What follows belongs to an exercise in optimizing a design on an open flow for small area, a short achievable clock period and few clock cycles per item; a production flow would make more cautious choices. In this exercise RTL edits were held to simulation tests only and were not proved equivalent to the original.

==> design/flow/design.v <==
module hilo_muldiv_ctrl #(
  parameter int MUL_LAT = 4
) (
  input  logic        clk,
  input  logic        rst,
  input  logic        op_valid,
  input  logic [2:0]  op,
  input  logic [31:0] rs_data,
  input  logic [31:0] rt_data,
  input  logic        rd_req,
  input  logic        flush,
  output logic        op_ready,
  output logic        busy,
  output logic        stall,
  output logic        done,
  output logic [63:0] hilo_out
);
  typedef enum logic [1:0] {IDLE, MUL, DIV} state_t;
  state_t      r_state, w_next;
  logic [63:0] r_hilo;
  logic [31:0] r_a, r_b, r_quo, r_rem, r_dvs;
  logic [4:0]  r_cnt;
  logic        r_sgn, r_qneg, r_rneg, r_fix, r_done;
  logic        w_acc, w_is_mul, w_is_div, w_sgn_in, w_fin, w_wr, w_ge, w_msgn;
  logic [31:0] w_ma, w_mb, w_q, w_r;
  logic [32:0] w_sh, w_sub;
  logic [63:0] w_prod, w_dres, w_res;
  assign w_acc    = (r_state == IDLE) & op_valid & ~flush;
  assign w_is_mul = (op == 3'b001) | (op == 3'b010);
  assign w_is_div = (op == 3'b011) | (op == 3'b100);
  assign w_sgn_in = (op == 3'b001) | (op == 3'b011);
  assign w_fin    = ((r_state == MUL) & (r_cnt == 5'd0)) | ((r_state == DIV) & r_fix);
  assign w_wr     = w_fin & ~flush;
  assign w_ma   = (r_state == IDLE) ? rs_data : r_a;
  assign w_mb   = (r_state == IDLE) ? rt_data : r_b;
  assign w_msgn = (r_state == IDLE) ? w_sgn_in : r_sgn;
  assign w_prod = {{32{w_msgn & w_ma[31]}}, w_ma} * {{32{w_msgn & w_mb[31]}}, w_mb};
  assign w_sh   = {r_rem, r_quo[31]};
  assign w_sub  = w_sh - {1'b0, r_dvs};
  assign w_ge   = ~w_sub[32];
  assign w_q    = r_qneg ? -r_quo : r_quo;
  assign w_r    = r_rneg ? -r_rem : r_rem;
  assign w_dres = (r_b == 32'd0) ? {r_a, 32'hFFFF_FFFF} : {w_r, w_q};
  assign w_res  = (r_state == DIV) ? w_dres : w_prod;
  always_comb begin
    w_next = r_state;
    w_next = (r_state == IDLE) ? ((w_acc & w_is_div) ? DIV :
                                  (w_acc & w_is_mul & (MUL_LAT > 1)) ? MUL : IDLE) :
             (flush | w_fin) ? IDLE : r_state;
  end
  always_ff @(posedge clk) begin
    if (rst) r_state <= IDLE;
    else     r_state <= w_next;
  end
  always_ff @(posedge clk) begin
    if (rst) begin
      r_hilo <= '0;
      r_a    <= '0;
      r_b    <= '0;
      r_quo  <= '0;
      r_rem  <= '0;
      r_dvs  <= '0;
      r_cnt  <= '0;
      r_sgn  <= 1'b0;
      r_qneg <= 1'b0;
      r_rneg <= 1'b0;
      r_fix  <= 1'b0;
      r_done <= 1'b0;
    end else begin
      r_done <= 1'b0;
      if (w_acc) begin
        if (op == 3'b101) r_hilo[63:32] <= rs_data;
        if (op == 3'b110) r_hilo[31:0]  <= rs_data;
        if (w_is_mul && MUL_LAT == 1) begin
          r_hilo <= w_prod;
          r_done <= 1'b1;
        end
        r_a    <= rs_data;
        r_b    <= rt_data;
        r_sgn  <= w_sgn_in;
        r_cnt  <= w_is_div ? 5'd31 : 5'(MUL_LAT - 1);
        r_quo  <= (w_sgn_in & rs_data[31]) ? -rs_data : rs_data;
        r_dvs  <= (w_sgn_in & rt_data[31]) ? -rt_data : rt_data;
        r_rem  <= '0;
        r_qneg <= w_sgn_in & (rs_data[31] ^ rt_data[31]);
        r_rneg <= w_sgn_in & rs_data[31];
        r_fix  <= (rt_data == 32'd0);
      end else if (w_wr) begin
        r_hilo <= w_res;
        r_done <= 1'b1;
      end else if (r_state == MUL) begin
        r_cnt <= r_cnt - 5'd1;
      end else if (r_state == DIV) begin
        r_rem <= w_ge ? w_sub[31:0] : w_sh[31:0];
        r_quo <= {r_quo[30:0], w_ge};
        r_cnt <= r_cnt - 5'd1;
        if (r_cnt == 5'd0) r_fix <= 1'b1;
      end
    end
  end
  assign op_ready = (r_state == IDLE);
  assign busy     = (r_state != IDLE);
  assign done     = r_done;
  assign hilo_out = r_hilo;
  assign stall    = busy & (op_valid | rd_req);
endmodule
==> design/flow/run.sh <==
#!/bin/bash
# synth_recipe.tcl (not shown) runs the flow's synth.tcl, then flattens the netlist and writes it again
# the make line also repeats each setting of config.mk as NAME=value (left out here)
make -C /OpenROAD-flow-scripts/flow DESIGN_CONFIG=/design/flow/config.mk WORK_HOME=/design/flow/orfs CLKGATE_MAP_FILE= SYNTH_SCRIPT=/design/flow/synth_recipe.tcl finish
==> design/flow/config.mk <==
export PLATFORM = sky130hd
export DESIGN_NAME = hilo_muldiv_ctrl
export DESIGN_NICKNAME = hilo_muldiv_ctrl
export VERILOG_FILES = /design/flow/design.v
export SDC_FILE = /design/flow/constraint.sdc
export NUM_CORES = 4
export LEC_CHECK = 0
export CAP_MARGIN = 20
export CORE_MARGIN = 2
export CORE_UTILIZATION = 40
export SLEW_MARGIN = 20
==> design/flow/constraint.sdc <==
create_clock -name core_clock -period 11.0 [get_ports {clk}]
set_input_delay 2.2000 -clock core_clock [delete_from_list [all_inputs] [get_ports {clk}]]
set_output_delay 2.2000 -clock core_clock [all_outputs]
set_load 0.01 [all_outputs]
==> summary.txt <==
Global routing
  – Vias in the first global route: 45,900
  – Total grt overflow: 0
  – GR Layer Usage met1: 0.393
  – Largest net degree at the start of global routing: 92
  – Initial antenna violation count: 7
  – First-pass GRT wire length: 292,000 microns
  – GR met3 Demand/Resource: 0.0528
  – GRT met2 Usage: 0.453
  – Layer with the highest usage: met2
  – GRT Resource Usage Total: 0.288

Finish
  – Number of antenna diodes: 0
  – Nets: 7,929
  – Area growth syn-to-layout: 14.0%
  – Post-route cell area: 59,700 sq um
  – Post-Route Utilization: 0.460
  – Fin cells: 8,245
  – Share of layout cells above drive strength 1: 0.0940

Floorplan
  – Initial core utilization: 0.404
  – Placeable core area: 130,000 sq um
  – Die Y: 366 microns
  – I/O pin count: 140
  – Die W: 366 microns
  – Die footprint: 134,000 sq um
  – Rows: 132

STA
  – Fin. Hold Viols: 0
  – Final min period: 10,790 ps
  – # setup viols final: 0
  – Max Freq: 92.7 MHz
  – Clock skew: 38.8 ps
  – Period utilization: 0.981
  – RSZ-0062 raised after global routing: false
  – Final Max Tran Viols: 0
  – PnR worst setup slack: 214 ps
  – Worst-Margin Slew: 1170 ps
  – Max-slew headroom: 0.217

Route
  – DR vias: 44,900
  – DRT Pass-1 Iters: 6
  – Routed wire per std cell: 23.5 microns
  – Total wire length: 194,000 microns
  – Residual DRC: 0
  – Post-DRT Antenna Nets: 0
  – Vias per cell: 5.44
  – Initial DRC count: 4,491

Critical path
  – Slowest cell on crit path: a311oi_1
  – Crit path from: rs_data[18]
  – Worst R2R Start: r_state[0]
  – CP arrival: 11,180 ps
  – Worst Path Max Fanout: 6
  – CP Capture Type: flip-flop
  – FF-to-FF End: r_hilo[45]
  – Reg2reg path depth: 33
  – Max incr delay on CP: 690 ps
  – WS Path Type: in2reg
  – Critical Path End: r_hilo[45]
  – Worst EP required: 11,400 ps
  – R2R Setup Slk: 950 ps
  – Most Frequent Cell on Critical Path: fa_1
  – Startpoint Class: input pin

CTS
  – Num CTS Buffers: 29
  – Max clock buf depth: 3
  – Depth of the CTS H-tree: 1
  – CTS tree: yes
  – Root Driver: clkbuf_16
  – Sink Count: 235
  – Clock latency (worst-skew pair): 590 ps
  – Clk slew on worst S/H paths: 60 ps
  – Cts hold-fix bufs: 0

Placed design
  – GP Congestion: 1.01
  – Port buffer count: 139
  – Placed cell areas: 58,700 sq um
  – DP HPWL: 160,000 microns
  – Placed insts: 8,191
  – DP Worst Slack: -191 ps

Logic synthesis
  – Syn Nets: 7,644
  – Top cells by count, synth: 1,189 x inv_1, 1,126 x fa_1, 1,026 x nand2_1
  – Synth Warn #: 1
  – Synth top area share: 0.430
  – Yosys cell types: 81
  – Post-synth EDFFs: 0
  – Count leader, synth: inv_1
  – Post-Syn Area: 52,400 sq um
  – Yosys reg bits: 235
  – Sequential area share after synthesis: 0.0898
  – Synth area leaders: fa_1 43%, dfxtp_1 9.0%, inv_1 8.5%, nand2_1 7.4%, ha_1 6.0%
  – Prevailing post-synth register cell: dfxtp_1
  – Synth Instances: 6,196
  – Leading area contributor after synthesis: fa_1
  – Mapped Avg Cell Area: 8.45 sq um
  – Post-synthesis async set-or-reset flop share: 0

Worst hold path
  – Hold path depth: 2
  – Hold WC Path Type: reg2reg
  – Hold_sp: r_hilo[28]

Run status
  – Status: timing/DRC/antenna clean

Run
  – Maximum capacitance violations: 0
[worst min path at each step]
stage | slack [ps] | to
final | 460 | r_hilo[28]
after global routing | 470 | r_hilo[31]
after CTS | 460 | r_sgn
after detailed placement | 450 | r_sgn
after global placement | 440 | r_hilo[16]
after floorplan | 430 | r_dvs[22]
[kinds of logic (layout without fill, tap and decap cells)]
logic type,after synthesis,count (layout),share of synthesized area
muxes,124,124,0.0250
adders and majority gates,1376,1376,0.490
xor gates and xnor gates,212,212,0.0354
AOI/OAI and AO/OA,822,822,0.0995
DFF,235,235,0.0898
and+or+nand+nor,1897,1897,0.150
buffers and inverters,1530,1837,0.110
[stage by stage]
step / setup TNS [ps] / hold WS (ps)
floorplan: 0 / 432
global placement: -733 / 442
finish: 0 / 457
global route: 0 / 471
detailed placement: -1020 / 448
CTS: 0 / 455
[placed cells by master, fill, tap and decap left out, types with 29 or more instances in the layout]
| master | synthesis | layout |
|---|---|---|
| a211oi_1 | 79 | 79 |
| nand3_1 | 34 | 34 |
| dfxtp_1 | 235 | 235 |
| mux2_2 | 56 | 56 |
| nor3_1 | 43 | 43 |
| inv_1 | 1189 | 1188 |
| ha_1 | 250 | 250 |
| a21oi_1 | 292 | 292 |
| nor2_1 | 584 | 581 |
| xnor2_1 | 135 | 134 |
| clkdlybuf4s50_1 | 0 | 138 |
| and2_1 | 30 | 30 |
| buf_4 | 1 | 409 |
| nand4_1 | 32 | 32 |
| a21o_1 | 47 | 47 |
| clkbuf_16 | 0 | 29 |
| o21ai_0 | 146 | 144 |
| o211ai_1 | 35 | 35 |
| buf_12 | 0 | 45 |
| mux2i_1 | 68 | 61 |
| xor2_1 | 77 | 77 |
| a311oi_1 | 36 | 36 |
| fa_1 | 1126 | 1126 |
| nand2_1 | 1026 | 1025 |
[critical path: cells and delay by family]
family                     cells  cell delay (ps)
buffers and inverters          9             1610
muxes                          1              390
xor gates and xnor gates       1              150
and+or+nand+nor                2              160
AOI/OAI and AO/OA              8             1990
adders and majority gates      9             4680
[registers in the layout (all words and copies together), names as in the netlist]
register  cells
r_quo        32
r_a          32
r_rneg        1
r_b          32
r_cnt         5
r_dvs        31
r_qneg        1
r_fix         1
r_rem        32
r_state       2
r_sgn         1
r_hilo       64
r_done        1
[repair_timing]
action	CTS	global route
setup buffers	0	1
gates resized for setup	0	3
setup endpoints to repair	0	2
endpoints found under the hold margin	0	0
[area by class of cell]
cell class | count | area (sq um)
Sequential cell | 235 | 4700
Tap cell | 1742 | 2180
Timing Repair Buffer | 593 | 5360
Clock buffer | 39 | 833
Inverter | 1191 | 4480
Fill cell | 12800 | 70100
Clock inverter | 14 | 155
Multi-Input combinational cell | 4431 | 42000
[routing by layer]
layer | vias up | routed length [microns]
li1 | 19600 | -
met1 | 22800 | 79000
met2 | 2070 | 86400
met3 | 382 | 18700
met4 | 6 | 9740
met5 | - | 34
Testbench counts, summed over its fixed seeds: cycles 40,001, ops 3,200.

==> separate check: timing with driven ports <==
The flow's constraints put no driver on any port. The routed layout listed below was extracted and timed again, unchanged, in two steps. Step 1: set_driving_cell puts a clkbuf_16 on clk and a buf_2 on each other input, an assumption about the parent block. Step 2 also shifts input and output timing later by t, the mid clock arrival at the registers, as if the neighbouring blocks saw the same clock. Slacks: ideal / step 1 / step 2; pairs: ideal / step 1.
shift t [ns]: 0.631
slack for setup (ns): 0.214 / 0.247 / -0.385
worst register clock-pin slew, ns: 0.07 / 0.07
worst data-port slew with drivers (ns): 0.05
Met with ideal ports but missed after step 2: setup timing in this run. For this run, drivers alone change the setup slack by +0.033 ns; drivers and shift together by -0.599 ns.
